This design comes from an exercise in tuning for a short achievable clock period and few clock cycles per item on the open sky130 flow, not from production work. In this exercise RTL edits were held to simulation tests only and were not proved equivalent to the original. Power figures rest on the tool's default switching activity, not on a simulated workload.

`config.mk`:
```
export PLATFORM = sky130hd
export DESIGN_NAME = lc4_superscalar
export DESIGN_NICKNAME = lc4_superscalar
export VERILOG_FILES = /design/flow/design.v
export SDC_FILE = /design/flow/constraint.sdc
export NUM_CORES = 4
export LEC_CHECK = 0
export ABC_CLOCK_PERIOD_IN_PS = 2000
export CAP_MARGIN = 20
export CORE_MARGIN = 2
export CORE_UTILIZATION = 40
export SETUP_SLACK_MARGIN = 4.0
export SLEW_MARGIN = 20
```
`run.sh`:
```
#!/bin/bash
# synth_recipe.tcl (not shown) runs the flow's synth.tcl, then flattens the netlist and writes it again
# the make line also repeats each setting of config.mk as NAME=value (left out here)
make -C /OpenROAD-flow-scripts/flow DESIGN_CONFIG=/design/flow/config.mk WORK_HOME=/design/flow/orfs CLKGATE_MAP_FILE= SYNTH_SCRIPT=/design/flow/synth_recipe.tcl finish
```
`design.v`:
```
`timescale 1ns/1ps
module lc4_decoder (
   input  logic [15:0] i_insn,
   output logic [2:0]  o_rd,
   output logic [2:0]  o_rs,
   output logic [2:0]  o_rt,         
   output logic        o_we,         
   output logic        o_rs_re,
   output logic        o_rt_re,
   output logic        o_is_load,
   output logic        o_is_store,
   output logic        o_is_const,
   output logic [4:0]  o_op,
   output logic        o_b_imm,      
   output logic [15:0] o_imm,        
   output logic [7:0]  o_rmask,      
   output logic [7:0]  o_amask,      
   output logic [7:0]  o_wmask       
);
   logic [3:0] opc;
   logic [2:0] sub;
   logic       add, subt, addi, andr, orr, xorr, ld, st, cst;
   assign opc  = i_insn[15:12];
   assign sub  = i_insn[5:3];
   assign add  = (opc == 4'b0001) && (sub == 3'b000);
   assign subt = (opc == 4'b0001) && (sub == 3'b010);
   assign addi = (opc == 4'b0001) && sub[2];
   assign andr = (opc == 4'b0101) && (sub == 3'b000);
   assign orr  = (opc == 4'b0101) && (sub == 3'b010);
   assign xorr = (opc == 4'b0101) && (sub == 3'b011);
   assign ld   = (opc == 4'b0110);
   assign st   = (opc == 4'b0111);
   assign cst  = (opc == 4'b1001);
   assign o_rd       = i_insn[11:9];
   assign o_rs       = i_insn[8:6];
   assign o_rt       = st ? i_insn[11:9] : i_insn[2:0];
   assign o_we       = add || subt || addi || andr || orr || xorr || ld || cst;
   assign o_rs_re    = add || subt || addi || andr || orr || xorr || ld || st;
   assign o_rt_re    = add || subt || andr || orr || xorr;
   assign o_is_load  = ld;
   assign o_is_store = st;
   assign o_is_const = cst;
   assign o_op       = {xorr, orr, andr, subt, add || addi || cst};
   assign o_b_imm    = addi || cst;
   always_comb begin
      if (cst)       o_imm = {{7{i_insn[8]}}, i_insn[8:0]};
      else if (addi) o_imm = {{11{i_insn[4]}}, i_insn[4:0]};
      else           o_imm = {{10{i_insn[5]}}, i_insn[5:0]};
   end
   always_comb begin
      o_rmask = 8'd0;
      if (o_rs_re) o_rmask[o_rs] = 1'b1;
      if (o_rt_re) o_rmask[o_rt] = 1'b1;
      o_amask = o_rmask;
      if (st)      o_rmask[o_rd] = 1'b1;
      o_wmask = 8'd0;
      if (o_we)    o_wmask[o_rd] = 1'b1;
   end
endmodule
`timescale 1ns/1ps
module lc4_regfile_ss (
   input  logic         gwe,
   input  logic         i_rst_n,
   input  logic [2:0]   i_w_rd_a,
   input  logic         i_w_rd_we_a,
   input  logic [15:0]  i_w_data_a,
   input  logic [2:0]   i_w_rd_b,
   input  logic         i_w_rd_we_b,
   input  logic [15:0]  i_w_data_b,
   output logic [127:0] o_regs
);
   logic [15:0] regs [0:7];
   always_ff @(posedge gwe) begin
      if (!i_rst_n) begin
         for (int i = 0; i < 8; i++)
            regs[i] <= 16'd0;
      end else begin
         for (int i = 0; i < 8; i++) begin
            if (i_w_rd_we_b && i_w_rd_b == i)      regs[i] <= i_w_data_b;
            else if (i_w_rd_we_a && i_w_rd_a == i) regs[i] <= i_w_data_a;
         end
      end
   end
   always_comb
      for (int i = 0; i < 8; i++)
         o_regs[16*i +: 16] = regs[i];
endmodule
`timescale 1ns/1ps
module hazard_ctrl (
   input  logic [2:0] i_r,
   input  logic       i_force,
   input  logic       i_pa_we,
   input  logic [2:0] i_pa_rd,
   input  logic       i_xa_we,
   input  logic [2:0] i_xa_rd,
   input  logic       i_xb_we,
   input  logic [2:0] i_xb_rd,
   input  logic       i_ma_we,
   input  logic       i_ma_ld,
   input  logic [2:0] i_ma_rd,
   input  logic       i_mb_we,
   input  logic       i_mb_ld,
   input  logic [2:0] i_mb_rd,
   input  logic       i_wa_we,
   input  logic [2:0] i_wa_rd,
   input  logic       i_wb_we,
   input  logic [2:0] i_wb_rd,
   output logic [9:0] o_sel
);
   logic h_pa, h_xa, h_xb, h_ma, h_mb, h_wa, h_wb;
   logic s_pa, s_xb, s_xa, s_mb, s_ma, s_wb, s_wa, s_rf;
   assign h_pa = i_pa_we && (i_pa_rd == i_r);
   assign h_xa = i_xa_we && (i_xa_rd == i_r);
   assign h_xb = i_xb_we && (i_xb_rd == i_r);
   assign h_ma = i_ma_we && (i_ma_rd == i_r);
   assign h_mb = i_mb_we && (i_mb_rd == i_r);
   assign h_wa = i_wa_we && (i_wa_rd == i_r);
   assign h_wb = i_wb_we && (i_wb_rd == i_r);
   assign s_pa = !i_force && h_pa;
   assign s_xb = !i_force && !h_pa && h_xb;
   assign s_xa = !i_force && !h_pa && !h_xb && h_xa;
   assign s_mb = !i_force && !h_pa && !h_xb && !h_xa && h_mb;
   assign s_ma = !i_force && !h_pa && !h_xb && !h_xa && !h_mb && h_ma;
   assign s_wb = !i_force && !h_pa && !h_xb && !h_xa && !h_mb && !h_ma && h_wb;
   assign s_wa = !i_force && !h_pa && !h_xb && !h_xa && !h_mb && !h_ma && !h_wb && h_wa;
   assign s_rf = !i_force && !h_pa && !h_xb && !h_xa && !h_mb && !h_ma && !h_wb && !h_wa;
   assign o_sel = {s_rf, s_wb, s_wa, (s_mb && i_mb_ld) || (s_ma && i_ma_ld), s_mb && !i_mb_ld,
                   s_ma && !i_ma_ld, s_xb, s_xa, s_pa, i_force};
endmodule
module opnd_val (
   input  logic [9:0]   i_sel,
   input  logic [15:0]  i_force_val,
   input  logic [15:0]  i_pa_imm,
   input  logic [15:0]  i_ma_res,
   input  logic [15:0]  i_mb_res,
   input  logic [15:0]  i_wa_res,
   input  logic [15:0]  i_wb_res,
   input  logic [15:0]  i_rf,
   output logic [15:0]  o_dval,
   output logic [3:0]   o_sel
);
   assign o_dval = ({16{i_sel[0]}} & i_force_val) | ({16{i_sel[1]}} & i_pa_imm)
                 | ({16{i_sel[4]}} & i_ma_res) | ({16{i_sel[5]}} & i_mb_res)
                 | ({16{i_sel[7]}} & i_wa_res) | ({16{i_sel[8]}} & i_wb_res)
                 | ({16{i_sel[9]}} & i_rf);
   assign o_sel  = {i_sel[6], i_sel[3], i_sel[2],
                    i_sel[0] || i_sel[1] || i_sel[4] || i_sel[5] || i_sel[7] || i_sel[8] || i_sel[9]};
endmodule
`timescale 1ns/1ps
module fetch_pair (
   input  logic       i_o_mem,
   input  logic       i_o_we,
   input  logic       i_o_const,
   input  logic [7:0] i_o_wmask,
   input  logic       i_y_mem,
   input  logic [7:0] i_y_amask,
   output logic       o_conflict
);
   assign o_conflict = (i_o_mem && i_y_mem)
                       || (i_o_we && !i_o_const && |(i_o_wmask & i_y_amask));
endmodule
`timescale 1ns/1ps
module ks_add16 (
   input  logic [15:0] i_a,
   input  logic [15:0] i_b,
   input  logic        i_cin,
   output logic [15:0] o_s
);
   logic [15:0] g [0:4];
   logic [15:0] p [0:4];
   logic [15:0] c;
   always_comb begin
      g[0] = i_a & i_b;
      p[0] = i_a ^ i_b;
      g[0][0] = (i_a[0] & i_b[0]) | ((i_a[0] ^ i_b[0]) & i_cin);
      for (int l = 1; l <= 4; l++) begin
         for (int k = 0; k < 16; k++) begin
            if (k >= (1 << (l - 1))) begin
               g[l][k] = g[l-1][k] | (p[l-1][k] & g[l-1][k - (1 << (l - 1))]);
               p[l][k] = p[l-1][k] & p[l-1][k - (1 << (l - 1))];
            end else begin
               g[l][k] = g[l-1][k];
               p[l][k] = p[l-1][k];
            end
         end
      end
      c[0] = i_cin;
      for (int k = 1; k < 16; k++) c[k] = g[4][k-1];
      o_s = p[0] ^ c;
   end
endmodule
module add_off6 (
   input  logic [15:0] i_base,
   input  logic [5:0]  i_off,
   output logic [15:0] o_s
);
   logic [6:0] lo;
   logic [9:0] hi, hi_inc, hi_dec;
   assign lo     = {1'b0, i_base[5:0]} + {1'b0, i_off};
   assign hi     = i_base[15:6];
   assign hi_inc = hi + 10'd1;
   assign hi_dec = hi - 10'd1;
   assign o_s[5:0]  = lo[5:0];
   assign o_s[15:6] = (lo[6] && !i_off[5]) ? hi_inc : (!lo[6] && i_off[5]) ? hi_dec : hi;
endmodule
module exec_byp (
   input  logic [3:0]  i_sel,
   input  logic [15:0] i_d,
   input  logic [4:0]  i_op_a,
   input  logic [15:0] i_sum_a,
   input  logic [15:0] i_dif_a,
   input  logic [15:0] i_lg_a,
   input  logic [4:0]  i_op_b,
   input  logic [15:0] i_sum_b,
   input  logic [15:0] i_dif_b,
   input  logic [15:0] i_lg_b,
   input  logic [15:0] i_ld,
   output logic [15:0] o_v
);
   logic ss_a, sd_a, sl_a, ss_b, sd_b, sl_b;
   assign ss_a = i_sel[1] && i_op_a[0];
   assign sd_a = i_sel[1] && i_op_a[1];
   assign sl_a = i_sel[1] && |i_op_a[4:2];
   assign ss_b = i_sel[2] && i_op_b[0];
   assign sd_b = i_sel[2] && i_op_b[1];
   assign sl_b = i_sel[2] && |i_op_b[4:2];
   assign o_v = ({16{i_sel[0]}} & i_d) | ({16{i_sel[3]}} & i_ld)
              | ({16{ss_a}} & i_sum_a) | ({16{sd_a}} & i_dif_a) | ({16{sl_a}} & i_lg_a)
              | ({16{ss_b}} & i_sum_b) | ({16{sd_b}} & i_dif_b) | ({16{sl_b}} & i_lg_b);
endmodule
module exec_lane (
   input  logic [4:0]  i_op,
   input  logic [15:0] i_a,
   input  logic [15:0] i_b,
   output logic [15:0] o_sum,
   output logic [15:0] o_dif,
   output logic [15:0] o_lg,       
   output logic [15:0] o_res
);
   ks_add16 u_add (.i_a(i_a), .i_b(i_b), .i_cin(1'b0), .o_s(o_sum));
   ks_add16 u_sub (.i_a(i_a), .i_b(~i_b), .i_cin(1'b1), .o_s(o_dif));
   assign o_lg  = ({16{i_op[2]}} & (i_a & i_b)) | ({16{i_op[3]}} & (i_a | i_b))
                | ({16{i_op[4]}} & (i_a ^ i_b));
   assign o_res = ({16{i_op[0]}} & o_sum) | ({16{i_op[1]}} & o_dif) | o_lg;
endmodule
`timescale 1ns/1ps
module dmem_port (
   input  logic [15:0] i_base,
   input  logic [5:0]  i_off,
   output logic [15:0] o_addr
);
   add_off6 u_add (.i_base(i_base), .i_off(i_off), .o_s(o_addr));
endmodule
`timescale 1ns/1ps
module lc4_superscalar #(
   parameter logic [15:0] p_pc_reset = 16'h8200
) (
   input  logic        gwe,
   input  logic        i_rst_n,
   input  logic [15:0] i_insn_a,
   input  logic [15:0] i_insn_b,
   input  logic [15:0] i_dmem_data,
   output logic [15:0] o_pc,
   output logic [15:0] o_dmem_addr,
   output logic        o_dmem_we,
   output logic [15:0] o_dmem_wdata,
   output logic [1:0]  o_wb_stall_a,
   output logic [1:0]  o_wb_stall_b,
   output logic [15:0] o_wb_pc_a,
   output logic [15:0] o_wb_pc_b,
   output logic        o_wb_rf_we_a,
   output logic        o_wb_rf_we_b,
   output logic [2:0]  o_wb_rf_wsel_a,
   output logic [2:0]  o_wb_rf_wsel_b,
   output logic [15:0] o_wb_rf_data_a,
   output logic [15:0] o_wb_rf_data_b,
   output logic [2:0]  o_wb_nzp_a,
   output logic [2:0]  o_wb_nzp_b
);
   localparam int W = 53;
   logic        pv, dv;                  
   logic [W+7:0] pq0, pq1;               
   logic [W-1:0] dp0, dp1;
   logic [W-1:0] da, db;                 
   logic        c_ab;                    
   logic        pc01;                    
   logic        c_bp0, c_f01, c_q1f0;
   logic [15:0] g_imm;
   logic        g_b;
   logic [W+7:0] df0, df1;
   logic [2:0]  f0_rd, f0_rs, f0_rt, f1_rd, f1_rs, f1_rt;
   logic        f0_we, f0_rsre, f0_rtre, f0_ld, f0_st, f0_cst, f0_bimm;
   logic        f1_we, f1_rsre, f1_rtre, f1_ld, f1_st, f1_cst, f1_bimm;
   logic [4:0]  f0_op, f1_op;
   logic [15:0] f0_imm, f1_imm;
   logic [7:0]  f0_rm, f0_wm, f1_rm, f1_wm, f0_am, f1_am;
   lc4_decoder u_dec0 (
      .i_insn(i_insn_a), .o_rd(f0_rd), .o_rs(f0_rs), .o_rt(f0_rt), .o_we(f0_we),
      .o_rs_re(f0_rsre), .o_rt_re(f0_rtre), .o_is_load(f0_ld), .o_is_store(f0_st),
      .o_is_const(f0_cst), .o_op(f0_op), .o_b_imm(f0_bimm), .o_imm(f0_imm), .o_rmask(f0_rm),
      .o_amask(f0_am), .o_wmask(f0_wm)
   );
   lc4_decoder u_dec1 (
      .i_insn(i_insn_b), .o_rd(f1_rd), .o_rs(f1_rs), .o_rt(f1_rt), .o_we(f1_we),
      .o_rs_re(f1_rsre), .o_rt_re(f1_rtre), .o_is_load(f1_ld), .o_is_store(f1_st),
      .o_is_const(f1_cst), .o_op(f1_op), .o_b_imm(f1_bimm), .o_imm(f1_imm), .o_rmask(f1_rm),
      .o_amask(f1_am), .o_wmask(f1_wm)
   );
   assign df0 = {f0_rd, f0_rs, f0_rt, f0_we, f0_rsre, f0_rtre, f0_ld, f0_st, f0_cst,
                 f0_op, f0_bimm, f0_imm, f0_rm, f0_wm, f0_am};
   assign df1 = {f1_rd, f1_rs, f1_rt, f1_we, f1_rsre, f1_rtre, f1_ld, f1_st, f1_cst,
                 f1_op, f1_bimm, f1_imm, f1_rm, f1_wm, f1_am};
   logic [2:0]  q0_rd, q0_rs, q0_rt, q1_rd, q1_rs, q1_rt;
   logic        q0_we, q0_rsre, q0_rtre, q0_ld, q0_st, q0_cst, q0_bimm;
   logic        q1_we, q1_rsre, q1_rtre, q1_ld, q1_st, q1_cst, q1_bimm;
   logic [4:0]  q0_op, q1_op;
   logic [15:0] q0_imm, q1_imm;
   logic [7:0]  q0_rm, q0_wm, q1_rm, q1_wm, q0_am, q1_am;
   assign {q0_rd, q0_rs, q0_rt, q0_we, q0_rsre, q0_rtre, q0_ld, q0_st, q0_cst,
           q0_op, q0_bimm, q0_imm, q0_rm, q0_wm, q0_am} = pq0;
   assign {q1_rd, q1_rs, q1_rt, q1_we, q1_rsre, q1_rtre, q1_ld, q1_st, q1_cst,
           q1_op, q1_bimm, q1_imm, q1_rm, q1_wm, q1_am} = pq1;
   assign dp0 = pq0[W+7:8];
   assign dp1 = pq1[W+7:8];
   logic [15:0] a_imm, b_imm;
   logic [2:0]  a_rd, a_rs, a_rt, b_rd, b_rs, b_rt;
   logic        a_we, a_rsre, a_rtre, a_ld, a_st, a_cst, a_bimm, a_mem;
   logic        b_we, b_rsre, b_rtre, b_ld, b_st, b_cst, b_bimm, b_mem;
   logic [4:0]  a_op, b_op;
   logic [7:0]  a_rm, a_wm, b_rm, b_wm;
   assign {a_rd, a_rs, a_rt, a_we, a_rsre, a_rtre, a_ld, a_st, a_cst, a_op, a_bimm, a_imm,
           a_rm, a_wm} = da;
   assign {b_rd, b_rs, b_rt, b_we, b_rsre, b_rtre, b_ld, b_st, b_cst, b_op, b_bimm, b_imm,
           b_rm, b_wm} = db;
   assign a_mem = a_ld || a_st;
   assign b_mem = b_ld || b_st;
   fetch_pair u_cf01 (
      .i_o_mem(f0_ld || f0_st), .i_o_we(f0_we), .i_o_const(f0_cst), .i_o_wmask(f0_wm),
      .i_y_mem(f1_ld || f1_st), .i_y_amask(f1_am), .o_conflict(c_f01)
   );
   fetch_pair u_cq1f0 (
      .i_o_mem(q1_ld || q1_st), .i_o_we(q1_we), .i_o_const(q1_cst), .i_o_wmask(q1_wm),
      .i_y_mem(f0_ld || f0_st), .i_y_amask(f0_am), .o_conflict(c_q1f0)
   );
   fetch_pair u_cb0 (
      .i_o_mem(b_mem), .i_o_we(b_we), .i_o_const(b_cst), .i_o_wmask(b_wm),
      .i_y_mem(q0_ld || q0_st), .i_y_amask(q0_am), .o_conflict(c_bp0)
   );
   logic       use_a, use_b, iss_a, iss_b;
   logic [7:0] l2m, l1m;      
   logic       use_a_n, use_b_n;
   assign iss_a = dv && !use_a;
   assign iss_b = dv && !use_a && !c_ab && !use_b;
   assign l2m = (a_ld ? a_wm : 8'd0) & ~b_wm | (b_ld ? b_wm : 8'd0);
   assign l1m = a_ld ? a_wm : 8'd0;
   logic [15:0] pc_1, pc_2, pc_3, pc_4;
   logic        load2, load1;    
   assign load2 = !pv || !dv || iss_b;
   assign load1 = iss_a;
   always_comb begin
      if (load2) begin
         use_a_n = dv && |(q0_rm & l2m);
         use_b_n = dv && |(q1_rm & ~q0_wm & l2m);
      end else if (load1) begin
         use_a_n = |(b_rm & l1m);
         use_b_n = |(q0_rm & ~b_wm & l1m);
      end else begin
         use_a_n = 1'b0;
         use_b_n = 1'b0;
      end
   end
   always_ff @(posedge gwe) begin
      if (!i_rst_n) begin
         use_a <= 1'b0;
         use_b <= 1'b0;
      end else begin
         use_a <= use_a_n;
         use_b <= use_b_n;
      end
   end
   always_ff @(posedge gwe) begin
      if (!i_rst_n) begin
         pv   <= 1'b0;
         dv   <= 1'b0;
         o_pc <= p_pc_reset;
         pc_1 <= p_pc_reset + 16'd1;
         pc_2 <= p_pc_reset + 16'd2;
         pc_3 <= p_pc_reset + 16'd3;
         pc_4 <= p_pc_reset + 16'd4;
      end else if (load2) begin
         pv   <= 1'b1;
         dv   <= pv;
         o_pc <= pc_2;
         pc_1 <= pc_3;
         pc_2 <= pc_4;
         pc_3 <= pc_2 + 16'd3;
         pc_4 <= pc_2 + 16'd4;
      end else if (load1) begin
         o_pc <= pc_1;
         pc_1 <= pc_2;
         pc_2 <= pc_3;
         pc_3 <= pc_4;
         pc_4 <= pc_3 + 16'd2;
      end
   end
   always_ff @(posedge gwe) begin
      if (load2) begin
         pq0   <= df0;
         pq1   <= df1;
         pc01  <= c_f01;
         da    <= dp0;
         db    <= dp1;
         c_ab  <= pc01;
         g_imm <= (q0_ld || q0_st) ? q0_imm : q1_imm;
         g_b   <= !(q0_ld || q0_st);
      end else if (load1) begin
         pq0   <= pq1;
         pq1   <= df0;
         pc01  <= c_q1f0;
         da    <= db;
         db    <= dp0;
         c_ab  <= c_bp0;
         g_imm <= b_mem ? b_imm : q0_imm;
         g_b   <= !b_mem;
      end
   end
   logic [127:0] regs;
   logic        xv_a, xv_b, xwe_a, xwe_b, xld_a, xld_b, xmv, xst;
   logic [2:0]  xrd_a, xrd_b;
   logic [4:0]  xop_a, xop_b;
   logic [15:0] xda_a, xdb_a, xda_b, xdb_b;
   logic        xmb;        
   logic        xsda;       
   logic [5:0]  xgimm;
   logic        mv_a, mv_b, mwe_a, mwe_b, mld_a, mld_b;
   logic [15:0] mres_a, mres_b;
   logic [2:0]  mrd_a, mrd_b;
   logic        wv_a, wv_b, wwe_a, wwe_b;
   logic [15:0] wres_a, wres_b;
   logic [2:0]  wrd_a, wrd_b;
   logic [15:0] nda_a, ndb_a, nda_b, ndb_b;
   logic [3:0]  nsa_a, nsb_a, nsa_b, nsb_b;
   logic [9:0] s2_aa, s2_ab, s2_ba, s2_bb, s1_aa, s1_ab, s1_ba, s1_bb;
   logic [9:0] s0_aa, s0_ab, s0_ba, s0_bb, sq_aa, sq_ab, sq_ba, sq_bb;
   hazard_ctrl u_s2_aa ( 
      .i_r(q0_rs), .i_force(!q0_rsre), .i_pa_we(1'b0), .i_pa_rd(q0_rd), 
      .i_xa_we(dv && a_we), .i_xa_rd(a_rd), .i_xb_we(dv && b_we), .i_xb_rd(b_rd), 
      .i_ma_we(xwe_a), .i_ma_ld(xld_a), .i_ma_rd(xrd_a), 
      .i_mb_we(xwe_b), .i_mb_ld(xld_b), .i_mb_rd(xrd_b), 
      .i_wa_we(mwe_a), .i_wa_rd(mrd_a), .i_wb_we(mwe_b), .i_wb_rd(mrd_b), 
      .o_sel(s2_aa) 
   );
   hazard_ctrl u_s2_ab ( 
      .i_r(q0_rt), .i_force(q0_bimm), .i_pa_we(1'b0), .i_pa_rd(q0_rd), 
      .i_xa_we(dv && a_we), .i_xa_rd(a_rd), .i_xb_we(dv && b_we), .i_xb_rd(b_rd), 
      .i_ma_we(xwe_a), .i_ma_ld(xld_a), .i_ma_rd(xrd_a), 
      .i_mb_we(xwe_b), .i_mb_ld(xld_b), .i_mb_rd(xrd_b), 
      .i_wa_we(mwe_a), .i_wa_rd(mrd_a), .i_wb_we(mwe_b), .i_wb_rd(mrd_b), 
      .o_sel(s2_ab) 
   );
   hazard_ctrl u_s2_ba ( 
      .i_r(q1_rs), .i_force(!q1_rsre), .i_pa_we(q0_we), .i_pa_rd(q0_rd), 
      .i_xa_we(dv && a_we), .i_xa_rd(a_rd), .i_xb_we(dv && b_we), .i_xb_rd(b_rd), 
      .i_ma_we(xwe_a), .i_ma_ld(xld_a), .i_ma_rd(xrd_a), 
      .i_mb_we(xwe_b), .i_mb_ld(xld_b), .i_mb_rd(xrd_b), 
      .i_wa_we(mwe_a), .i_wa_rd(mrd_a), .i_wb_we(mwe_b), .i_wb_rd(mrd_b), 
      .o_sel(s2_ba) 
   );
   hazard_ctrl u_s2_bb ( 
      .i_r(q1_rt), .i_force(q1_bimm), .i_pa_we(q0_we), .i_pa_rd(q0_rd), 
      .i_xa_we(dv && a_we), .i_xa_rd(a_rd), .i_xb_we(dv && b_we), .i_xb_rd(b_rd), 
      .i_ma_we(xwe_a), .i_ma_ld(xld_a), .i_ma_rd(xrd_a), 
      .i_mb_we(xwe_b), .i_mb_ld(xld_b), .i_mb_rd(xrd_b), 
      .i_wa_we(mwe_a), .i_wa_rd(mrd_a), .i_wb_we(mwe_b), .i_wb_rd(mrd_b), 
      .o_sel(s2_bb) 
   );
   hazard_ctrl u_s1_aa ( 
      .i_r(b_rs), .i_force(!b_rsre), .i_pa_we(1'b0), .i_pa_rd(b_rd), 
      .i_xa_we(a_we), .i_xa_rd(a_rd), .i_xb_we(1'b0), .i_xb_rd(b_rd), 
      .i_ma_we(xwe_a), .i_ma_ld(xld_a), .i_ma_rd(xrd_a), 
      .i_mb_we(xwe_b), .i_mb_ld(xld_b), .i_mb_rd(xrd_b), 
      .i_wa_we(mwe_a), .i_wa_rd(mrd_a), .i_wb_we(mwe_b), .i_wb_rd(mrd_b), 
      .o_sel(s1_aa) 
   );
   hazard_ctrl u_s1_ab ( 
      .i_r(b_rt), .i_force(b_bimm), .i_pa_we(1'b0), .i_pa_rd(b_rd), 
      .i_xa_we(a_we), .i_xa_rd(a_rd), .i_xb_we(1'b0), .i_xb_rd(b_rd), 
      .i_ma_we(xwe_a), .i_ma_ld(xld_a), .i_ma_rd(xrd_a), 
      .i_mb_we(xwe_b), .i_mb_ld(xld_b), .i_mb_rd(xrd_b), 
      .i_wa_we(mwe_a), .i_wa_rd(mrd_a), .i_wb_we(mwe_b), .i_wb_rd(mrd_b), 
      .o_sel(s1_ab) 
   );
   hazard_ctrl u_s1_ba ( 
      .i_r(q0_rs), .i_force(!q0_rsre), .i_pa_we(b_we), .i_pa_rd(b_rd), 
      .i_xa_we(a_we), .i_xa_rd(a_rd), .i_xb_we(1'b0), .i_xb_rd(b_rd), 
      .i_ma_we(xwe_a), .i_ma_ld(xld_a), .i_ma_rd(xrd_a), 
      .i_mb_we(xwe_b), .i_mb_ld(xld_b), .i_mb_rd(xrd_b), 
      .i_wa_we(mwe_a), .i_wa_rd(mrd_a), .i_wb_we(mwe_b), .i_wb_rd(mrd_b), 
      .o_sel(s1_ba) 
   );
   hazard_ctrl u_s1_bb ( 
      .i_r(q0_rt), .i_force(q0_bimm), .i_pa_we(b_we), .i_pa_rd(b_rd), 
      .i_xa_we(a_we), .i_xa_rd(a_rd), .i_xb_we(1'b0), .i_xb_rd(b_rd), 
      .i_ma_we(xwe_a), .i_ma_ld(xld_a), .i_ma_rd(xrd_a), 
      .i_mb_we(xwe_b), .i_mb_ld(xld_b), .i_mb_rd(xrd_b), 
      .i_wa_we(mwe_a), .i_wa_rd(mrd_a), .i_wb_we(mwe_b), .i_wb_rd(mrd_b), 
      .o_sel(s1_bb) 
   );
   hazard_ctrl u_s0_aa ( 
      .i_r(a_rs), .i_force(!a_rsre), .i_pa_we(1'b0), .i_pa_rd(a_rd), 
      .i_xa_we(1'b0), .i_xa_rd(a_rd), .i_xb_we(1'b0), .i_xb_rd(b_rd), 
      .i_ma_we(xwe_a), .i_ma_ld(xld_a), .i_ma_rd(xrd_a), 
      .i_mb_we(xwe_b), .i_mb_ld(xld_b), .i_mb_rd(xrd_b), 
      .i_wa_we(mwe_a), .i_wa_rd(mrd_a), .i_wb_we(mwe_b), .i_wb_rd(mrd_b), 
      .o_sel(s0_aa) 
   );
   hazard_ctrl u_s0_ab ( 
      .i_r(a_rt), .i_force(a_bimm), .i_pa_we(1'b0), .i_pa_rd(a_rd), 
      .i_xa_we(1'b0), .i_xa_rd(a_rd), .i_xb_we(1'b0), .i_xb_rd(b_rd), 
      .i_ma_we(xwe_a), .i_ma_ld(xld_a), .i_ma_rd(xrd_a), 
      .i_mb_we(xwe_b), .i_mb_ld(xld_b), .i_mb_rd(xrd_b), 
      .i_wa_we(mwe_a), .i_wa_rd(mrd_a), .i_wb_we(mwe_b), .i_wb_rd(mrd_b), 
      .o_sel(s0_ab) 
   );
   hazard_ctrl u_s0_ba ( 
      .i_r(b_rs), .i_force(!b_rsre), .i_pa_we(a_we), .i_pa_rd(a_rd), 
      .i_xa_we(1'b0), .i_xa_rd(a_rd), .i_xb_we(1'b0), .i_xb_rd(b_rd), 
      .i_ma_we(xwe_a), .i_ma_ld(xld_a), .i_ma_rd(xrd_a), 
      .i_mb_we(xwe_b), .i_mb_ld(xld_b), .i_mb_rd(xrd_b), 
      .i_wa_we(mwe_a), .i_wa_rd(mrd_a), .i_wb_we(mwe_b), .i_wb_rd(mrd_b), 
      .o_sel(s0_ba) 
   );
   hazard_ctrl u_s0_bb ( 
      .i_r(b_rt), .i_force(b_bimm), .i_pa_we(a_we), .i_pa_rd(a_rd), 
      .i_xa_we(1'b0), .i_xa_rd(a_rd), .i_xb_we(1'b0), .i_xb_rd(b_rd), 
      .i_ma_we(xwe_a), .i_ma_ld(xld_a), .i_ma_rd(xrd_a), 
      .i_mb_we(xwe_b), .i_mb_ld(xld_b), .i_mb_rd(xrd_b), 
      .i_wa_we(mwe_a), .i_wa_rd(mrd_a), .i_wb_we(mwe_b), .i_wb_rd(mrd_b), 
      .o_sel(s0_bb) 
   );
   always_ff @(posedge gwe) begin
      if (load2) begin
         sq_aa <= s2_aa;
         sq_ab <= s2_ab;
         sq_ba <= s2_ba;
         sq_bb <= s2_bb;
      end else if (load1) begin
         sq_aa <= s1_aa;
         sq_ab <= s1_ab;
         sq_ba <= s1_ba;
         sq_bb <= s1_bb;
      end else begin
         sq_aa <= s0_aa;
         sq_ab <= s0_ab;
         sq_ba <= s0_ba;
         sq_bb <= s0_bb;
      end
   end
   opnd_val u_v_aa ( 
      .i_sel(sq_aa), .i_force_val(16'd0), .i_pa_imm(a_imm), .i_ma_res(mres_a), .i_mb_res(mres_b), 
      .i_wa_res(wres_a), .i_wb_res(wres_b), .i_rf(regs[16*a_rs +: 16]), .o_dval(nda_a), .o_sel(nsa_a) 
   );
   opnd_val u_v_ab ( 
      .i_sel(sq_ab), .i_force_val(a_imm), .i_pa_imm(a_imm), .i_ma_res(mres_a), .i_mb_res(mres_b), 
      .i_wa_res(wres_a), .i_wb_res(wres_b), .i_rf(regs[16*a_rt +: 16]), .o_dval(ndb_a), .o_sel(nsb_a) 
   );
   opnd_val u_v_ba ( 
      .i_sel(sq_ba), .i_force_val(16'd0), .i_pa_imm(a_imm), .i_ma_res(mres_a), .i_mb_res(mres_b), 
      .i_wa_res(wres_a), .i_wb_res(wres_b), .i_rf(regs[16*b_rs +: 16]), .o_dval(nda_b), .o_sel(nsa_b) 
   );
   opnd_val u_v_bb ( 
      .i_sel(sq_bb), .i_force_val(b_imm), .i_pa_imm(a_imm), .i_ma_res(mres_a), .i_mb_res(mres_b), 
      .i_wa_res(wres_a), .i_wb_res(wres_b), .i_rf(regs[16*b_rt +: 16]), .o_dval(ndb_b), .o_sel(nsb_b) 
   );
   logic [15:0] alu_a, alu_b, agu, sum_a, dif_a, lg_a, sum_b, dif_b, lg_b;
   logic [15:0] fa_a, fb_a, fa_b, fb_b;
   exec_byp u_fa_a (.i_sel(nsa_a), .i_d(nda_a), .i_op_a(xop_a), .i_sum_a(sum_a), .i_dif_a(dif_a), .i_lg_a(lg_a),
                   .i_op_b(xop_b), .i_sum_b(sum_b), .i_dif_b(dif_b), .i_lg_b(lg_b), .i_ld(i_dmem_data), .o_v(fa_a));
   exec_byp u_fb_a (.i_sel(nsb_a), .i_d(ndb_a), .i_op_a(xop_a), .i_sum_a(sum_a), .i_dif_a(dif_a), .i_lg_a(lg_a),
                   .i_op_b(xop_b), .i_sum_b(sum_b), .i_dif_b(dif_b), .i_lg_b(lg_b), .i_ld(i_dmem_data), .o_v(fb_a));
   exec_byp u_fa_b (.i_sel(nsa_b), .i_d(nda_b), .i_op_a(xop_a), .i_sum_a(sum_a), .i_dif_a(dif_a), .i_lg_a(lg_a),
                   .i_op_b(xop_b), .i_sum_b(sum_b), .i_dif_b(dif_b), .i_lg_b(lg_b), .i_ld(i_dmem_data), .o_v(fa_b));
   exec_byp u_fb_b (.i_sel(nsb_b), .i_d(ndb_b), .i_op_a(xop_a), .i_sum_a(sum_a), .i_dif_a(dif_a), .i_lg_a(lg_a),
                   .i_op_b(xop_b), .i_sum_b(sum_b), .i_dif_b(dif_b), .i_lg_b(lg_b), .i_ld(i_dmem_data), .o_v(fb_b));
   always_ff @(posedge gwe) begin
      if (!i_rst_n) begin
         xv_a  <= 1'b0;
         xv_b  <= 1'b0;
         xwe_a <= 1'b0;
         xwe_b <= 1'b0;
         xmv   <= 1'b0;
         xst   <= 1'b0;
      end else begin
         xv_a  <= iss_a;
         xv_b  <= iss_b;
         xwe_a <= iss_a && a_we;
         xwe_b <= iss_b && b_we;
         xmv   <= (iss_a && a_mem) || (iss_b && b_mem);
         xst   <= (iss_a && a_st) || (iss_b && b_st);
      end
   end
   always_ff @(posedge gwe) begin
      xrd_a <= a_rd;
      xrd_b <= b_rd;
      xld_a <= a_ld;
      xld_b <= b_ld;
      xop_a <= a_op;
      xop_b <= b_op;
      xda_a <= fa_a;
      xdb_a <= fb_a;
      xda_b <= fa_b;
      xdb_b <= fb_b;
      xmb   <= g_b;
      xsda  <= a_we && !a_cst && (a_rd == b_rd);
      xgimm <= g_imm[5:0];
   end
   exec_lane u_alu_a (.i_op(xop_a), .i_a(xda_a), .i_b(xdb_a), .o_sum(sum_a), .o_dif(dif_a),
                      .o_lg(lg_a), .o_res(alu_a));
   exec_lane u_alu_b (.i_op(xop_b), .i_a(xda_b), .i_b(xdb_b), .o_sum(sum_b), .o_dif(dif_b),
                      .o_lg(lg_b), .o_res(alu_b));
   logic [15:0] agu_a, agu_b;
   dmem_port u_agu_a (.i_base(xda_a), .i_off(xgimm), .o_addr(agu_a));
   dmem_port u_agu_b (.i_base(xda_b), .i_off(xgimm), .o_addr(agu_b));
   assign agu = xmb ? agu_b : agu_a;
   always_ff @(posedge gwe) begin
      if (!i_rst_n) begin
         mv_a      <= 1'b0;
         mv_b      <= 1'b0;
         mwe_a     <= 1'b0;
         mwe_b     <= 1'b0;
         o_dmem_we <= 1'b0;
      end else begin
         mv_a      <= xv_a;
         mv_b      <= xv_b;
         mwe_a     <= xwe_a;
         mwe_b     <= xwe_b;
         o_dmem_we <= xmv && xst;
      end
   end
   always_ff @(posedge gwe) begin
      mrd_a        <= xrd_a;
      mrd_b        <= xrd_b;
      mld_a        <= xld_a;
      mld_b        <= xld_b;
      mres_a       <= alu_a;
      mres_b       <= alu_b;
      o_dmem_addr  <= agu;
      o_dmem_wdata <= !xmb ? xdb_a : xsda ? alu_a : xdb_b;
   end
   always_ff @(posedge gwe) begin
      if (!i_rst_n) begin
         wv_a  <= 1'b0;
         wv_b  <= 1'b0;
         wwe_a <= 1'b0;
         wwe_b <= 1'b0;
      end else begin
         wv_a  <= mv_a;
         wv_b  <= mv_b;
         wwe_a <= mwe_a;
         wwe_b <= mwe_b;
      end
   end
   always_ff @(posedge gwe) begin
      wrd_a  <= mrd_a;
      wrd_b  <= mrd_b;
      wres_a <= mld_a ? i_dmem_data : mres_a;
      wres_b <= mld_b ? i_dmem_data : mres_b;
   end
   lc4_regfile_ss u_rf (
      .gwe(gwe), .i_rst_n(i_rst_n),
      .i_w_rd_a(wrd_a), .i_w_rd_we_a(wwe_a), .i_w_data_a(wres_a),
      .i_w_rd_b(wrd_b), .i_w_rd_we_b(wwe_b), .i_w_data_b(wres_b),
      .o_regs(regs)
   );
   logic [2:0] nzp_a, nzp_b;
   assign nzp_a = wres_a[15] ? 3'b100 : (wres_a == 16'd0) ? 3'b010 : 3'b001;
   assign nzp_b = wres_b[15] ? 3'b100 : (wres_b == 16'd0) ? 3'b010 : 3'b001;
   always_ff @(posedge gwe) begin
      if (!i_rst_n) begin
         o_wb_stall_a <= 2'd2;
         o_wb_stall_b <= 2'd2;
         o_wb_rf_we_a <= 1'b0;
         o_wb_rf_we_b <= 1'b0;
      end else begin
         o_wb_stall_a <= wv_a ? 2'd0 : 2'd2;
         o_wb_stall_b <= wv_b ? 2'd0 : 2'd2;
         o_wb_rf_we_a <= wwe_a;
         o_wb_rf_we_b <= wwe_b;
      end
   end
   logic [15:0] ret_pc, ret_pc1;
   always_ff @(posedge gwe) begin
      if (!i_rst_n) begin
         ret_pc  <= p_pc_reset;
         ret_pc1 <= p_pc_reset + 16'd1;
      end else if (wv_b) begin
         ret_pc  <= ret_pc + 16'd2;
         ret_pc1 <= ret_pc1 + 16'd2;
      end else if (wv_a) begin
         ret_pc  <= ret_pc1;
         ret_pc1 <= ret_pc1 + 16'd1;
      end
   end
   always_ff @(posedge gwe) begin
      o_wb_pc_a      <= ret_pc;
      o_wb_pc_b      <= ret_pc1;
      o_wb_rf_wsel_a <= wrd_a;
      o_wb_rf_wsel_b <= wrd_b;
      o_wb_rf_data_a <= wres_a;
      o_wb_rf_data_b <= wres_b;
      o_wb_nzp_a     <= nzp_a;
      o_wb_nzp_b     <= nzp_b;
   end
endmodule
```
`constraint.sdc`:
```
create_clock -name core_clock -period 6.5 [get_ports {gwe}]
set_input_delay 1.3000 -clock core_clock [delete_from_list [all_inputs] [get_ports {gwe}]]
set_output_delay 1.3000 -clock core_clock [all_outputs]
set_load 0.01 [all_outputs]
```
==> results.txt, run 1 <==
PWR
---------------------------------------------------------------------------------
Ratio of total power to cell area ..................................  218 nW/um^2
Net switching component of the power ...............................      3110 uW
Flop pwr share .....................................................        0.432
Power share of the combinational group .............................        0.096
Peak supply drop ...................................................     0.216 mV
Total power ........................................................     12100 uW
Int Power ..........................................................      9020 uW
Clk pwr share ......................................................        0.472
Switching power as a share of total power ..........................        0.256
Static leakage .....................................................    0.0233 uW

WORST SETUP PATH
---------------------------------------------------------------------------------
Maximum fanout along the worst path ................................            5
Crit path max-delay family ......................................... compound AO/OA/AOI/OAI gates
Arrival time of data at the critical path endpoint .................      3690 ps
CP Capture Type ....................................................         flop
R2r worst-path depth ...............................................           12
Most frequent CP cell ..............................................      a221o_1
Critical path required time ........................................      7060 ps
Type of element launching the critical path ........................         flop
Number of cells on the critical path ...............................           12
Cell type of the slowest stage on the worst timing path ............      a221o_1
Sum of buffers and inverters on the critical path ..................            2
Crit Path Category ................................................. flop to flop
Max incr delay on CP ...............................................       390 ps
Ordered cell list for the critical path ............................ inv_4 -> ha_4 -> fa_2 -> nor2_2 -> o311a_1 -> o211a_1 -> o41a_1 -> a221o_1 -> buf_6 -> a221oi_4 -> a21oi_4 -> a221o_1

SYNTH
---------------------------------------------------------------------------------
Most frequently used flop master after synthesis ...................      dfxtp_1
Post-synth ARST share ..............................................            0
Cells after Synth ..................................................         4875
Post-synthesis cell area ...........................................  45200 sq um
Top cells by count, synth .......................................... nand2_1, dfxtp_1, clkbuf_1
Library cell occupying the most area in the post-synthesis netlist .      dfxtp_1
Top post-synthesis cells by area ................................... dfxtp_1, edfxtp_1, nand2_1
Share of the synthesized area in the top cell type .................        0.255
Number of warnings printed during yosys synthesis ..................            7
Sequential share of the synthesized area ...........................        0.385
Seq cells post-synth ...............................................          772
EDFF count, synth ..................................................          197
Number of different library cells in the post-synthesis netlist ....           85
Mean area per synthesized cell .....................................   9.28 sq um
Cell with the most instances after synthesis .......................      nand2_1

CTS
---------------------------------------------------------------------------------
Max Buffers Root-to-Sink ...........................................            3
TritonCTS clock tree ...............................................         done
Clk sinks ..........................................................          772
Number of H-tree levels ............................................            3
Register clock-pin slew on the reported worst setup and hold paths .        60 ps
Root buffer selected by CTS ........................................    clkbuf_16
Source-to-sink clock delay at the later pin of the worst-skew pair .       710 ps
Number of buffers added by the clock tree synthesis step ...........           92

DIE
---------------------------------------------------------------------------------
Die area ........................................................... 116000 sq um
Die Span X .........................................................       340 um
Die Y ..............................................................       340 um
Initial core utilization ...........................................        0.403
Row Count ..........................................................          123
I/O pin count ......................................................          181
Core ar. ........................................................... 112000 sq um

HOLD PATH
---------------------------------------------------------------------------------
Hold path depth ....................................................            0
Min-Delay Path Class ............................................... flop to flop

DRT
---------------------------------------------------------------------------------
WL final ...........................................................    176000 um
DRT antenna net count ..............................................            0
Post-detailed-route wirelength per cell ............................      26.6 um
Detailed Routing Iterations Pass 1 .................................           13
Post-detailed-route DRC marker count ...............................            0
Routed via count ...................................................        41300
Detailed-route vias per instance ...................................         6.23
Number of DRC violations after detailed-routing iteration 0 ........         5747

TIMING
---------------------------------------------------------------------------------
Max Slew Vio Count .................................................            0
TNS Setup ..........................................................         0 ps
Worst Skew .........................................................      40.3 ps
Crit path time final ...............................................      3130 ps
Peak clock frequency supported by timing ...........................      319 MHz
Relative slew slack ................................................       0.0766
Hold Fails Final Rpt ...............................................            0
Post-Route Hold Slack ..............................................       343 ps
Final critical-path share of the clock period ......................        0.482
Unrepaired setup endpoints after global routing ....................         true
Total of endpoints with negative setup slack in the final report ...            0
Final worst-path setup slack .......................................      3370 ps
Worst-Margin Slew ..................................................      1380 ps

GLOBAL ROUTE
---------------------------------------------------------------------------------
Pin count of the biggest net entering global routing ...............          164
Via count of the first global-routing pass .........................        39000
Overall routing resource usage .....................................        0.291
Initial antenna violation count ....................................            5
Total grt overflow .................................................            0
First-pass GRT wire length .........................................    257000 um

LAYOUT
---------------------------------------------------------------------------------
Filler Cell Count ..................................................        10400
Fraction of layout cells with a size suffix above 1 ................        0.255
Layout Nets ........................................................         5233
Final design area excluding fillers ................................  55800 sq um
Area Growth Syn to Fin .............................................        23.3%

PLACED DESIGN
---------------------------------------------------------------------------------
Number of buffer cells added on primary ports ......................          178
Post-Place Cell Area ...............................................  48500 sq um
Final estimated routing congestion in global placement .............        0.989
HPWL after DPL .....................................................    117000 um
Worst setup timing slack at the placement stage ....................      2010 ps

RUN STATUS
---------------------------------------------------------------------------------
Result of the run ..................................................  no timing/DRC/antenna violations

FLOW RUN
---------------------------------------------------------------------------------
Number of max-capacitance violations reported ......................            0

-- final cells by class --
| cell class | count | area (sq um) | area share |
|---|---|---|---|
| multi-input cells | 3548 | 28400 | 0.509 |
| diodes | 4 | 10.0 | 0.000179 |
| clock inverters | 49 | 744 | 0.0134 |
| flip-flops and latches | 772 | 17600 | 0.315 |
| well taps | 1500 | 1880 | 0.0337 |
| inverters | 151 | 619 | 0.0111 |
| repair buffers | 476 | 3890 | 0.0697 |
| clock buffers | 123 | 2640 | 0.0474 |
-- cell families after synthesis --
group           count (synthesis)  share of synthesized area
other cells                     1                  0.0000829
flops                         772                      0.385
mux                           392                      0.125
simple gates                 1573                      0.158
fa+ha+maj                     142                     0.0403
buf+inv                       562                     0.0474
xor+xnor                      259                     0.0502
compound gates               1174                      0.193
-- worst register-to-register path, cell delays in order (launching register included) --
cell and delay [ps]:
dfxtp_4 350, inv_4 60, ha_4 130, fa_2 220
nor2_2 50, o311a_1 330, o211a_1 250, o41a_1 370
a221o_1 390, buf_6 160, a221oi_4 280, a21oi_4 70
a221o_1 360
-- metrics by stage --
step,cells,util
3_3_place_gp,6220,0.432
6_report,6623,0.496
3_5_place_dp,6221,0.432
5_1_grt,6619,0.496
4_1_cts,6523,0.481
2_1_floorplan,4876,-
-- worst paths after layout --
check	from	end	slack, ps
hold reg to reg	da[36]$_DFFE_PP_	xop_a[3]$_DFF_P_	340
setup reg to reg	xda_b[0]$_DFF_P_	xdb_a[12]$_DFF_P_	3370
setup / recovery	xda_b[0]$_DFF_P_	xdb_a[12]$_DFF_P_	3370
hold / removal	da[36]$_DFFE_PP_	xop_a[3]$_DFF_P_	340
-- power groups by stage --
stage	Sequential, uW	Combinational, uW	Clock (uW)
after floorplan	5230	678	0
after global placement	5350	963	0
after detailed placement	5350	970	0
after CTS	5240	1060	5810
after global routing	5260	1240	5990
final	5250	1160	5720
-- registers in the layout, indices dropped and copies added (netlist names), 37 cells and up --
name / cells
pq1: 53
u_rf.regs: 128
da: 37
pq0: 53
db: 45
-- cell usage in the layout (no fill, tap or decap), types with 24 or more instances in the layout --
master	n
a221o_1	46
nand3_1	103
buf_2	122
clkbuf_16	93
xnor2_1	196
edfxtp_1	197
nor2_1	223
nand2b_1	34
and3_1	34
ha_4	35
a222oi_1	86
o211a_1	131
dfxtp_4	25
mux2i_1	152
dfxtp_2	42
a21oi_1	132
inv_1	114
ha_1	94
nand2_1	762
o2111ai_1	24
mux2_2	101
a21oi_2	27
nor3_1	40
o21ai_0	163
and2_1	35
nor2b_1	73
buf_6	73
a221oi_1	36
o22ai_1	36
xor2_1	43
mux4_2	128
a22oi_1	145
o211ai_1	36
dfxtp_1	508
nand4_1	88
buf_4	222
-- per-layer routing --
metal,GRT usage,part of all wire,vias up
met3,0.0496,0.087,536
met4,0.157,0.060,2
met2,0.460,0.45,2215
met5,0,0.000074,-
li1,-,-,18300
met1,0.379,0.40,20200
-- repair_timing --
| action | in CTS | in global routing |
|---|---|---|
| setup buffers | 123 | 96 |
| endpoints found under the setup margin | 712 | 213 |
| hold buffers | 0 | 0 |
| resized for setup | 981 | 244 |
| pin swaps | 134 | 128 |
| gates cloned | 7 | 0 |
| hold endpoints to repair | 0 | 0 |
Testbench counts, summed over its fixed seeds: cycles 9,397, items 16,000.
==> run 2, diff against run 1 <==
--- a/design.v
+++ b/design.v
@@ -618,10 +618,7 @@
                       .o_lg(lg_a), .o_res(alu_a));
    exec_lane u_alu_b (.i_op(xop_b), .i_a(xda_b), .i_b(xdb_b), .o_sum(sum_b), .o_dif(dif_b),
                       .o_lg(lg_b), .o_res(alu_b));
-   logic [15:0] agu_a, agu_b;
-   dmem_port u_agu_a (.i_base(xda_a), .i_off(xgimm), .o_addr(agu_a));
-   dmem_port u_agu_b (.i_base(xda_b), .i_off(xgimm), .o_addr(agu_b));
-   assign agu = xmb ? agu_b : agu_a;
+   dmem_port u_agu (.i_base(xmb ? xda_b : xda_a), .i_off(xgimm), .o_addr(agu));
    always_ff @(posedge gwe) begin
       if (!i_rst_n) begin
          mv_a      <= 1'b0;
==> run 2 against run 1 <==
Compared with the run above: power fell by 0.92%; maximum frequency up 6.7%; via count grew 0.91%; largest power group is now sequential cells; sequential cell count unchanged; synthesized cell count fell by 0.33%; critical endpoint is now xdb_a[10]$_DFF_P_.
==> results.txt, run 2 <==
DRT
---------------------------------------------------------------------------------
Number of DRC violations after detailed-routing iteration 0 ........         5284   -8.1%
Post-detailed-route DRC marker count ...............................            0   unchanged
DRT antenna net count ..............................................            0   unchanged
Detailed-route vias per instance ...................................         6.31   +1.3%
Post-detailed-route wirelength per cell ............................      27.2 um   +2.2%
Routed via count ...................................................        41600   +0.91%
WL final ...........................................................    179000 um   +1.9%
Detailed Routing Iterations Pass 1 .................................            7   -6

SYNTH
---------------------------------------------------------------------------------
Seq cells post-synth ...............................................          772   unchanged
Post-synth ARST share ..............................................            0   unchanged
Mean area per synthesized cell .....................................   9.32 sq um   +0.46%
EDFF count, synth ..................................................          197   unchanged
Most frequently used flop master after synthesis ...................      dfxtp_1
Number of warnings printed during yosys synthesis ..................            7   unchanged
Post-synthesis cell area ...........................................  45300 sq um   +0.13%
Sequential share of the synthesized area ...........................        0.385   -0.000511
Top cells by count, synth .......................................... nand2_1, dfxtp_1, clkbuf_1
Top post-synthesis cells by area ................................... dfxtp_1, edfxtp_1, nand2_1
Share of the synthesized area in the top cell type .................        0.254   -0.000338
Library cell occupying the most area in the post-synthesis netlist .      dfxtp_1
Number of different library cells in the post-synthesis netlist ....          106   +25%
Cells after Synth ..................................................         4859   -0.33%
Cell with the most instances after synthesis .......................      nand2_1

DIE
---------------------------------------------------------------------------------
Die area ........................................................... 116000 sq um   +0.13%
Die Y ..............................................................       340 um   about the same
Initial core utilization ...........................................        0.403   +0.000535
Die Span X .........................................................       340 um   about the same
I/O pin count ......................................................          181   unchanged
Core ar. ........................................................... 112000 sq um   unchanged
Row Count ..........................................................          123   unchanged

TIMING
---------------------------------------------------------------------------------
Worst-Margin Slew ..................................................      1270 ps   -112 ps
Peak clock frequency supported by timing ...........................      341 MHz   +6.7%
TNS Setup ..........................................................         0 ps   unchanged
Worst Skew .........................................................      43.6 ps   +3.26 ps
Crit path time final ...............................................      2930 ps   -196 ps
Max Slew Vio Count .................................................            0   unchanged
Final critical-path share of the clock period ......................        0.451   -0.0302
Hold Fails Final Rpt ...............................................            0   unchanged
Unrepaired setup endpoints after global routing ....................         true
Total of endpoints with negative setup slack in the final report ...            0   unchanged
Relative slew slack ................................................        0.151   +0.0746
Final worst-path setup slack .......................................      3570 ps   +196 ps

FLOW RUN
---------------------------------------------------------------------------------
Number of max-capacitance violations reported ......................            0   unchanged

GLOBAL ROUTE
---------------------------------------------------------------------------------
Total grt overflow .................................................            0   unchanged
Initial antenna violation count ....................................            6   +1
Overall routing resource usage .....................................        0.296   +0.00543
Pin count of the biggest net entering global routing ...............          173   +5.5%
Via count of the first global-routing pass .........................        38800   -0.57%
First-pass GRT wire length .........................................    261000 um   +1.6%

PWR
---------------------------------------------------------------------------------
Static leakage .....................................................    0.0232 uW   -0.66%
Ratio of total power to cell area ..................................  217 nW/um^2   -0.25%
Peak supply drop ...................................................     0.207 mV   -3.9%

LAYOUT
---------------------------------------------------------------------------------
Biggest regs ....................................................... u_rf.regs: 128 flops, pq0: 53 flops, pq1: 53 flops
Area Growth Syn to Fin .............................................        22.3%
Top library cells by usage in the layout, fill and taps aside ...... nand2_1, dfxtp_1, nor2_1
Largest register by flop count .....................................    u_rf.regs
Flip-flop count of the largest register after layout ...............          128   unchanged
Commonest non-fill, non-tap cell in the layout .....................      nand2_1
Final design area excluding fillers ................................  55400 sq um   -0.67%
Layout Nets ........................................................         5201   -0.61%
Fraction of layout cells with a size suffix above 1 ................        0.251   -0.00400

PLACED DESIGN
---------------------------------------------------------------------------------
Post-Place Cell Area ...............................................  48500 sq um   about the same
Final estimated routing congestion in global placement .............         1.01   +2.1%
HPWL after DPL .....................................................    120000 um   +2.6%
Worst setup timing slack at the placement stage ....................      2050 ps   +44.1 ps
Number of buffer cells added on primary ports ......................          178   unchanged

CTS
---------------------------------------------------------------------------------
Number of H-tree levels ............................................            3   unchanged
Hold-fix buffers, CTS ..............................................            0   unchanged
Max Buffers Root-to-Sink ...........................................            3   unchanged
Register clock-pin slew on the reported worst setup and hold paths .        60 ps   about the same
TritonCTS clock tree ...............................................         done
Clk sinks ..........................................................          772   unchanged
Number of buffers added by the clock tree synthesis step ...........           90   -2.2%
Root buffer selected by CTS ........................................    clkbuf_16
Source-to-sink clock delay at the later pin of the worst-skew pair .       700 ps   about the same

WORST SETUP PATH
---------------------------------------------------------------------------------
Crit Path Category ................................................. flop to flop
Cell type of the slowest stage on the worst timing path ............      dfxtp_4
Maximum fanout along the worst path ................................            5   unchanged
Critical path required time ........................................      7020 ps   -40 ps
Type of element launching the critical path ........................         flop
Arrival time of data at the critical path endpoint .................      3460 ps   -230 ps
Ordered cell list for the critical path ............................ inv_6 -> ha_4 -> fa_2 -> o21ba_4 -> o2111ai_4 -> a41oi_4 -> o21ai_2 -> xor2_1 -> o32ai_2 -> buf_6 -> a221oi_2 -> o21ai_1
Max incr delay on CP ...............................................       370 ps   -20 ps
CP Capture Type ....................................................         flop

RUN STATUS
---------------------------------------------------------------------------------
Result of the run ..................................................  no timing/DRC/antenna violations

HOLD PATH
---------------------------------------------------------------------------------
Min-Delay Path Class ............................................... flop to flop

run 2: cell types whose count changed in the layout (fill, tap and decap cells not counted), sizes merged, moves of 14 or more:
| cell | change |
|---|---|
| a22oi | -14 |
| nand2 | +37 |
| nand3 | -25 |
| nand4 | -25 |
| nor2 | -21 |
| o21a | +14 |
| o221ai | +15 |
| xnor2 | -38 |
run 2: logic make-up (layout without fill, tap and decap cells):
group | Yosys count | count (layout) | synth area share
AOI/OAI and AO/OA | 1193 | 1193 | 0.199
xor gates and xnor gates | 233 | 233 | 0.0451
adders and majority gates | 134 | 134 | 0.0378
buffers and inverters | 566 | 795 | 0.0494
DFF | 772 | 772 | 0.385
muxes | 386 | 386 | 0.124
other | 1 | 8 | 0.0000828
and+or+nand+nor | 1574 | 1578 | 0.160
run 2: repair_timing:
action,4_1_cts,5_1_grt
setup endpoints to repair,710,141
pin swaps,103,128
buffers inserted,129,78
gates cloned,10,2
gates resized for setup,951,249
run 2: layer usage:
| metal | track usage | wire (um) | vias up |
|---|---|---|---|
| met1 | 0.391 | 72200 | 20500 |
| met3 | 0.0537 | 16100 | 513 |
| li1 | - | - | 18300 |
| met4 | 0.156 | 10300 | 6 |
| met5 | 0 | 43 | - |
| met2 | 0.462 | 80800 | 2370 |
run 2: power breakdown:
part / switching [uW] / total (uW) / internal [uW]
logic: 827 / 1470 / 647
clock network: 2210 / 5270 / 3060
registers: 220 / 5270 / 5060
run 2: area by class of cell:
class,instances,area (sq um)
timing repair buffer,469,3950
tap,1500,1880
multi-input combinational,3526,28300
timing repair inverter,2,12.5
fill,10500,57000
clock buffer,121,2550
clock inverter,46,519
sequential,772,17500
inverter,157,637
antenna,6,15.0
run 2: final timing paths:
check | start | endpoint | slack [ps] | cells after the start
max | xda_a[0]$_DFF_P_ | xdb_a[10]$_DFF_P_ | 3570 | 12
min | da[35]$_DFFE_PP_ | xop_a[2]$_DFF_P_ | 340 | 0
max reg2reg | xda_a[0]$_DFF_P_ | xdb_a[10]$_DFF_P_ | 3570 | 12
min reg2reg | da[35]$_DFFE_PP_ | xop_a[2]$_DFF_P_ | 340 | 0
run 2: critical path, delay by kind of cell (launching register included):
kind	cells	cell delay, ps
compound gates	7	1500
xor+xnor	1	200
fa+ha+maj	2	510
buf+inv	2	210
flops	1	370
run 2: through the flow:
step	total power (uW)	hold WS, ps	std cells	util
3_3_place_gp	6500	329	6207	0.432
2_1_floorplan	6050	323	4860	-
5_1_grt	12400	354	6593	0.493
4_1_cts	11900	346	6513	0.478
6_report	12000	341	6599	0.493
3_5_place_dp	6510	327	6207	0.432
Testbench counts of run 2, summed over its fixed seeds: cycles 9,397, items 16,000.
==> run 3, diff against run 2 <==
--- a/config.mk
+++ b/config.mk
@@ -9,5 +9,6 @@
 export CAP_MARGIN = 20
 export CORE_MARGIN = 2
 export CORE_UTILIZATION = 40
+export GPL_ROUTABILITY_DRIVEN = 0
 export SETUP_SLACK_MARGIN = 4.0
 export SLEW_MARGIN = 20
==> run 3 against run 2 <==
Compared with the run above: highest routed layer unchanged; largest power group is now clock; clock-buffer cell count grew 8; critical endpoint is now o_dmem_wdata[14]$_DFF_P_; via count is 0.23% higher; clock skew up 36 ps; global-route usage fell by 0.71 points; utilization decreased by 0.095 points; sequential cell count unchanged; critical path type unchanged.
==> results.txt, run 3 <==
DRT
---------------------------------------------------------------------------------
DRT antenna net count ..............................................            0   unchanged
Post-detailed-route wirelength per cell ............................      26.6 um   -2.0%
Detailed Routing Iterations Pass 1 .................................           15   +8
Detailed-route vias per instance ...................................         6.35   +0.62%
Post-detailed-route DRC marker count ...............................            0   unchanged
Number of DRC violations after detailed-routing iteration 0 ........         5896   +12%
WL final ...........................................................    175000 um   -2.4%
Routed via count ...................................................        41700   +0.23%

PWR
---------------------------------------------------------------------------------
Int Power ..........................................................      9000 uW   +2.7%
Clk pwr share ......................................................        0.451   +0.012
Peak supply drop ...................................................     0.192 mV   -7.5%
Static leakage .....................................................    0.0231 uW   -0.12%
Switching power as a share of total power ..........................        0.266   -0.00546
Flop pwr share .....................................................        0.430   -0.009
Net switching component of the power ...............................      3250 uW   -0.12%
Power share of the combinational group .............................        0.119   -0.004
Ratio of total power to cell area ..................................  222 nW/um^2   +2.1%

LAYOUT
---------------------------------------------------------------------------------
Top library cells by usage in the layout, fill and taps aside ...... nand2_1, dfxtp_1, nor2_1
Final design area excluding fillers ................................  55300 sq um   -0.19%
Biggest regs ....................................................... u_rf.regs: 128 flops, pq0: 53 flops, pq1: 53 flops
Flip-flop count of the largest register after layout ...............          128   unchanged
Commonest non-fill, non-tap cell in the layout .....................      nand2_1
Area Growth Syn to Fin .............................................        22.1%
Fraction of layout cells with a size suffix above 1 ................        0.247   -0.00365
Layout Nets ........................................................         5176   -0.48%
Largest register by flop count .....................................    u_rf.regs

WORST SETUP PATH
---------------------------------------------------------------------------------
Worst-case register-to-register setup slack ........................      3600 ps   +30 ps
Critical path required time ........................................      7000 ps   -20 ps
Crit Path Category ................................................. flop to flop
Worst reg2reg endpoint ............................................. o_dmem_wdata[14]$_DFF_P_
Ordered cell list for the critical path ............................ inv_4 -> ha_4 -> fa_2 -> o21ba_4 -> o2111ai_4 -> a41oi_4 -> buf_12 -> o21ai_4 -> xnor2_1 -> a221o_1 -> nand3_1 -> o211ai_1
Arrival time of data at the critical path endpoint .................      3400 ps   -60 ps
CP Capture Type ....................................................         flop
Max incr delay on CP ...............................................       370 ps   about the same
Launch instance of the worst register-to-register path ............. xda_a[0]$_DFF_P_
Cell type of the slowest stage on the worst timing path ............      dfxtp_4
Type of element launching the critical path ........................         flop
R2r worst-path depth ...............................................           12   unchanged
Maximum fanout along the worst path ................................            3   -2

HOLD PATH
---------------------------------------------------------------------------------
End of the worst hold path ......................................... xgimm[0]$_DFF_P_
Worst hold start ................................................... g_imm[0]$_DFFE_PP_
Min-Delay Path Class ............................................... flop to flop
Hold path depth ....................................................            0   unchanged

PLACED DESIGN
---------------------------------------------------------------------------------
Post-Place Cell Area ...............................................  48400 sq um   -0.17%
HPWL after DPL .....................................................    115000 um   -4.3%
Number of buffer cells added on primary ports ......................          178   unchanged

CTS
---------------------------------------------------------------------------------
Source-to-sink clock delay at the later pin of the worst-skew pair .       720 ps   +20 ps
Register clock-pin slew on the reported worst setup and hold paths .        60 ps   about the same
Hold-fix buffers, CTS ..............................................            0   unchanged
Root buffer selected by CTS ........................................    clkbuf_16
Number of buffers added by the clock tree synthesis step ...........           90   unchanged
Number of H-tree levels ............................................            3   unchanged
TritonCTS clock tree ...............................................         done
Max Buffers Root-to-Sink ...........................................            3   unchanged
Clk sinks ..........................................................          772   unchanged

TIMING
---------------------------------------------------------------------------------
Worst Skew .........................................................      79.3 ps   +35.7 ps
Crit path time final ...............................................      2900 ps   -31.7 ps
TNS Setup ..........................................................         0 ps   unchanged
Peak clock frequency supported by timing ...........................      345 MHz   +1.1%
Hold Fails Final Rpt ...............................................            0   unchanged
Final critical-path share of the clock period ......................        0.447   -0.00488
Post-Route Hold Slack ..............................................       336 ps   -4.83 ps
Worst-Margin Slew ..................................................      1130 ps   -140 ps
Relative slew slack ................................................        0.245   +0.0937
Total of endpoints with negative setup slack in the final report ...            0   unchanged
Max Slew Vio Count .................................................            0   unchanged
Unrepaired setup endpoints after global routing ....................         true

DIE
---------------------------------------------------------------------------------
Core ar. ........................................................... 112000 sq um   unchanged
I/O pin count ......................................................          181   unchanged
Die area ........................................................... 116000 sq um   unchanged
Row Count ..........................................................          123   unchanged
Initial core utilization ...........................................        0.403   unchanged
Die Span X .........................................................       340 um   unchanged
Die Y ..............................................................       340 um   unchanged

SYNTH
---------------------------------------------------------------------------------
EDFF count, synth ..................................................          197   unchanged
Cell with the most instances after synthesis .......................      nand2_1
Post-synth ARST share ..............................................            0   unchanged
Number of warnings printed during yosys synthesis ..................            7   unchanged
Mean area per synthesized cell .....................................   9.32 sq um   unchanged
Seq cells post-synth ...............................................          772   unchanged
Number of different library cells in the post-synthesis netlist ....          106   unchanged
Most frequently used flop master after synthesis ...................      dfxtp_1
Cells after Synth ..................................................         4859   unchanged
Library cell occupying the most area in the post-synthesis netlist .      dfxtp_1
Sequential share of the synthesized area ...........................        0.385   unchanged
Top cells by count, synth .......................................... nand2_1, dfxtp_1, clkbuf_1
Post-synthesis cell area ...........................................  45300 sq um   unchanged
Share of the synthesized area in the top cell type .................        0.254   unchanged
Top post-synthesis cells by area ................................... dfxtp_1, edfxtp_1, nand2_1

FLOW RUN
---------------------------------------------------------------------------------
Number of max-capacitance violations reported ......................            0   unchanged

RUN STATUS
---------------------------------------------------------------------------------
Result of the run ..................................................  no timing/DRC/antenna violations

GLOBAL ROUTE
---------------------------------------------------------------------------------
Initial antenna violation count ....................................            4   -2
Via count of the first global-routing pass .........................        39600   +2.2%
Total grt overflow .................................................            0   unchanged
Overall routing resource usage .....................................        0.289   -0.00710
Pin count of the biggest net entering global routing ...............          145   -16%
First-pass GRT wire length .........................................    257000 um   -1.4%

-- run 3: cell counts after synthesis --
No cell type changed its count.
-- run 3: area by class of cell --
type	instances	area (sq um)
clock inverters	41	619
well taps	1500	1880
multi-input cells	3526	28200
repair inverters	1	5.00
diodes	2	5.00
repair buffers	445	3730
flip-flops and latches	772	17500
inverters	157	633
clock buffers	129	2670
fillers	10300	57100
-- run 3: timing repair --
item                       4_1_cts  5_1_grt
cloned                           8        1
hold endpoints to repair         0        0
setup buffers                  124       74
resized for setup              973      214
setup endpoints to repair      733      220
pin swaps                      128      104
-- run 3: cell families after synthesis --
family,synth area share
adder cells (fa/ha/maj),0.0378
other,0.0000828
buffers and inverters,0.0494
multiplexers,0.124
flip-flops,0.385
AND/OR/NAND/NOR,0.160
XOR/XNOR,0.0451
AO/OA/AOI/OAI,0.199
-- run 3: critical path: cells and delay by family (launching register included) --
family / cells / cell delay (ps)
xor+xnor: 1 / 90
compound gates: 6 / 1450
simple gates: 1 / 90
fa+ha+maj: 2 / 530
flops: 1 / 370
buf+inv: 2 / 240
-- run 3: layer usage --
layer	vias up	track usage	wire length (um)
li1	18200	-	-
met5	-	0.00531	103
met2	2662	0.439	75700
met3	625	0.0652	18800
met4	4	0.156	11400
met1	20200	0.382	69000
-- run 3: power by group through the flow --
| stage | Clock [uW] | Combinational (uW) | Sequential [uW] |
|---|---|---|---|
| after CTS | 5590 | 1300 | 5260 |
| final | 5520 | 1460 | 5270 |
| after floorplan | 0 | 800 | 5250 |
| after global routing | 5790 | 1550 | 5280 |
| after global placement | 0 | 1090 | 5380 |
| after detailed placement | 0 | 1110 | 5380 |
-- run 3: worst max-delay path by stage --
stage | from | endpoint | slack [ps] | cells after the start
3_5_place_dp | i_insn_b[15] | pc01$_DFFE_PP_ | 2050 | 10
4_1_cts | xmb$_DFF_P_ | o_dmem_addr[15]$_DFF_P_ | 3620 | 14
2_1_floorplan | use_a$_SDFF_PN0_ | sq_ba[1]$_DFF_P_ | 2260 | 6
5_1_grt | xda_a[0]$_DFF_P_ | o_dmem_addr[15]$_DFF_P_ | 3550 | 14
3_3_place_gp | i_insn_b[15] | pc01$_DFFE_PP_ | 2090 | 10
6_report | xda_a[0]$_DFF_P_ | o_dmem_wdata[14]$_DFF_P_ | 3600 | 12
-- run 3: stage by stage --
stage           util  instances  setup slack, ps  power, uW
4_1_cts        0.479       6496             3620      12200
5_1_grt        0.492       6571             3550      12600
2_1_floorplan      -       4860             2260       6050
6_report       0.492       6573             3600      12300
3_3_place_gp   0.431       6194             2090       6470
3_5_place_dp   0.431       6194             2050       6490

==> afterwards: timing with drivers on the ports <==
Ports are ideal in the flow. The routed layouts listed here were re-timed in OpenROAD.
Step 1 assumes that a clkbuf_16 drives the clock port and a buf_2 every other input.
Step 2 times the ports against the registers' clock, not the clock port: input delays grow and output delays shrink by t, the midpoint of the rising clock arrivals with the driver on.
a / b / c = ideal ports / drivers / drivers and shift; a / b = the first two.
run	t, ns	setup WS [ns]	worst hold slack (ns)	latest minus earliest clock arrival (ns)	worst register clock-pin slew, ns
run 1	0.760	3.370 / 3.370 / 2.960	0.343 / 0.343 / 0.343	0.041 / 0.041	0.07 / 0.07
run 2	0.749	3.566 / 3.566 / 2.867	0.341 / 0.341 / 0.341	0.044 / 0.044	0.07 / 0.07
run 3	0.750	3.597 / 3.597 / 2.922	0.336 / 0.336 / 0.336	0.080 / 0.079	0.07 / 0.07
After both steps every run listed still meets setup and hold. For run 2, which loses most, drivers alone change the setup slack by 0.000 ns; drivers and shift together by -0.699 ns.
